This is an optimization exercise on Yosys and OpenROAD, whose aim is small area, a short achievable clock period and few clock cycles per item, not a production implementation.
Power and IR drop assume default switching activity.

==> run a: inputs <==
Design conv_pe_top, start of the top module:
module conv_pe_top (
    input  logic        clk,
    input  logic        rst,
    input  logic        wght_valid_i,
    input  logic [63:0] wght_i,
    output logic        wght_ready_o,
    input  logic        act_valid_i,
    input  logic [63:0] act_i,
    output logic        act_ready_o,
    output logic [23:0] result_o,
    output logic        result_valid_o
);
    logic [3:0] ph_q;       
    logic [3:0] wait_q;     
    logic       rdy_q;
    logic       fresh_q;    
    logic       wght_acc;
    logic       act_acc;
    assign wght_ready_o = rdy_q;
    assign act_ready_o = rdy_q;
    assign wght_acc = wght_valid_i & rdy_q;
    assign act_acc = act_valid_i & rdy_q;
    always_ff @(posedge clk) begin
        if (rst) begin
            ph_q <= 4'd0;
            rdy_q <= 1'b1;
            fresh_q <= 1'b1;
        end else if (fresh_q && !wght_valid_i) begin
            ph_q <= 4'd0;
        end else begin
            fresh_q <= 1'b0;
  ...
Settings: LEC_CHECK=0, CAP_MARGIN=20, CORE_MARGIN=2, CORE_UTILIZATION=65, CTS_CLUSTER_DIAMETER=140, CTS_CLUSTER_SIZE=25, SETUP_SLACK_MARGIN=2.8, SLEW_MARGIN=20, SYNTH_HIERARCHICAL=1, SYNTH_MINIMUM_KEEP_SIZE=0; clock period 5.0 ns.
run.sh (not shown) runs the stock make flow with config.mk's settings and CLKGATE_MAP_FILE= SYNTH_SCRIPT=/design/flow/synth_recipe.tcl, a recipe that flattens the netlist after the stock synthesis.
==> inputs of run b, as changes to run a <==
==> flow/flow/run.sh (new file) <==
#!/bin/bash
# The standard layout, with two resizer settings changed: cells may be
# swapped for ones of another footprint during repair, and the port buffers
# are plain buffers instead of the smallest-area (delay) buffer.
set -euo pipefail
bash standard.sh MATCH_CELL_FOOTPRINT=0 "BUFFER_PORTS_ARGS=-buffer_cell sky130_fd_sc_hd__buf_2" finish > make.log 2>&1
==> flow/standard.sh (new file) <==
#!/bin/bash
# synth_recipe.tcl (not shown) runs the flow's synth.tcl, then flattens the netlist and writes it again
# the make line also repeats each setting of config.mk as NAME=value (left out here)
make -C /OpenROAD-flow-scripts/flow DESIGN_CONFIG=/design/flow/config.mk WORK_HOME=/design/flow/orfs CLKGATE_MAP_FILE= SYNTH_SCRIPT=/design/flow/synth_recipe.tcl "${@:-finish}"
SETUP_SLACK_MARGIN = 3.0   (was 2.8)
removed: flow/run.sh
==> inputs of run c, as changes to run a <==
SETUP_SLACK_MARGIN = 3.0   (was 2.8)
==> inputs of run d, as changes to run a <==
==> flow/flow/run.sh (new file) <==
#!/bin/bash
# The standard layout, with two resizer settings changed: cells may be
# swapped for ones of another footprint during repair, and the port buffers
# are plain buffers instead of the smallest-area (delay) buffer.
set -euo pipefail
bash standard.sh MATCH_CELL_FOOTPRINT=0 "BUFFER_PORTS_ARGS=-buffer_cell sky130_fd_sc_hd__buf_2" finish > make.log 2>&1
==> flow/standard.sh (new file) <==
#!/bin/bash
# synth_recipe.tcl (not shown) runs the flow's synth.tcl, then flattens the netlist and writes it again
# the make line also repeats each setting of config.mk as NAME=value (left out here)
make -C /OpenROAD-flow-scripts/flow DESIGN_CONFIG=/design/flow/config.mk WORK_HOME=/design/flow/orfs CLKGATE_MAP_FILE= SYNTH_SCRIPT=/design/flow/synth_recipe.tcl "${@:-finish}"
removed: flow/run.sh
==> flow_summary.yaml <==
setup_path:
  slowest_stage: "fa_1"
  crit_path_max_incr_delay_ps: 660
layout:
  final_cell_count_no_fill: 3323
global_routing:
  grt_pass1_wl_mm: 117
timing:
  tightest_slew_ps: 796
outcome:
  status: "no timing/DRC/antenna violations"
route:
  wl_met3_mm: 7.96
Source of the figures above: run d

==> flow_summary.yaml <==
pwr:
  p_sw_frac: 0.336
route:
  routed-wl-met2_mm: 39.7
setup_path:
  crit_path_max_incr_delay_ps: 610
floorplan:
  die_area_um2: 56500
  start_util: 0.658
outcome:
  status: "no timing/DRC/antenna violations"
synthesis:
  synth_largest_area_cell: "dfxtp_1"
timing:
  tightest_slew_ps: 540
layout:
  final_cell_count_no_fill: 3410
global_routing:
  grt_pass1_wl_mm: 124
Source of the figures above: run c

==> flow_summary.yaml <==
run:
  drv_cap: 0
setup_path:
  crit_path_max_incr_delay_ps: 670
  slowest_stage: "fa_2"
clock_network:
  htree_levels: 2
layout:
  fillCellCount: 3127
route:
  wl_met3_mm: 7.08
outcome:
  status: "no timing/DRC/antenna violations"
pwr:
  maxPowerGroup: "registers"
Source of the figures above: run b

==> flow_summary.yaml <==
layout:
  largest_reg_flops: 576
  final_cell_count_no_fill: 3350
route:
  dr_total_vias: 18200
  wl_met3_mm: 6.95
pwr:
  leakage_nw: 15.5
global_routing:
  grt_pass1_vias: 19500
  grt_pass1_wl_mm: 119
placement:
  dpl_cell_area_um2: 37500
  port_buffers: 156
clock_network:
  cts_buffers: 45
setup_path:
  slowest_stage: "fa_2"
  crit_path_max_incr_delay_ps: 620
outcome:
  status: "no timing/DRC/antenna violations"
timing:
  tightest_slew_ps: 515
Source of the figures above: run a

No functional check of the RTL was part of any run of this note.

## separate check: timing with driven ports
The results above use ideal ports. As a check the final layouts listed here were re-extracted and re-timed, cells and wires unchanged. Step 1: set_driving_cell puts a clkbuf_16 on clk and a buf_2 on each other input, an assumption about the parent block. Step 2 times the ports against the registers' clock, not the clock port: input delays grow and output delays shrink by t, the midpoint of the rising clock arrivals with the driver on. a / b / c = no drivers / after step 1 / after step 2; a / b = the first two.
run	shift t [ns]	setup slack, ns	worst setup path after step 2	pins driven straight from the clock port
run a	0.681	2.698 / 2.698 / 2.391	input to register	1
run b	0.677	2.642 / 2.642 / 2.553	input to register	1
run c	0.676	2.698 / 2.698 / 2.390	input to register	1
run d	0.671	2.689 / 2.689 / 2.332	input to register	1
After both steps every run listed still meets setup and hold. The setup slack of run d, which loses most, moves by 0.000 ns with the drivers and by -0.357 ns with both steps.
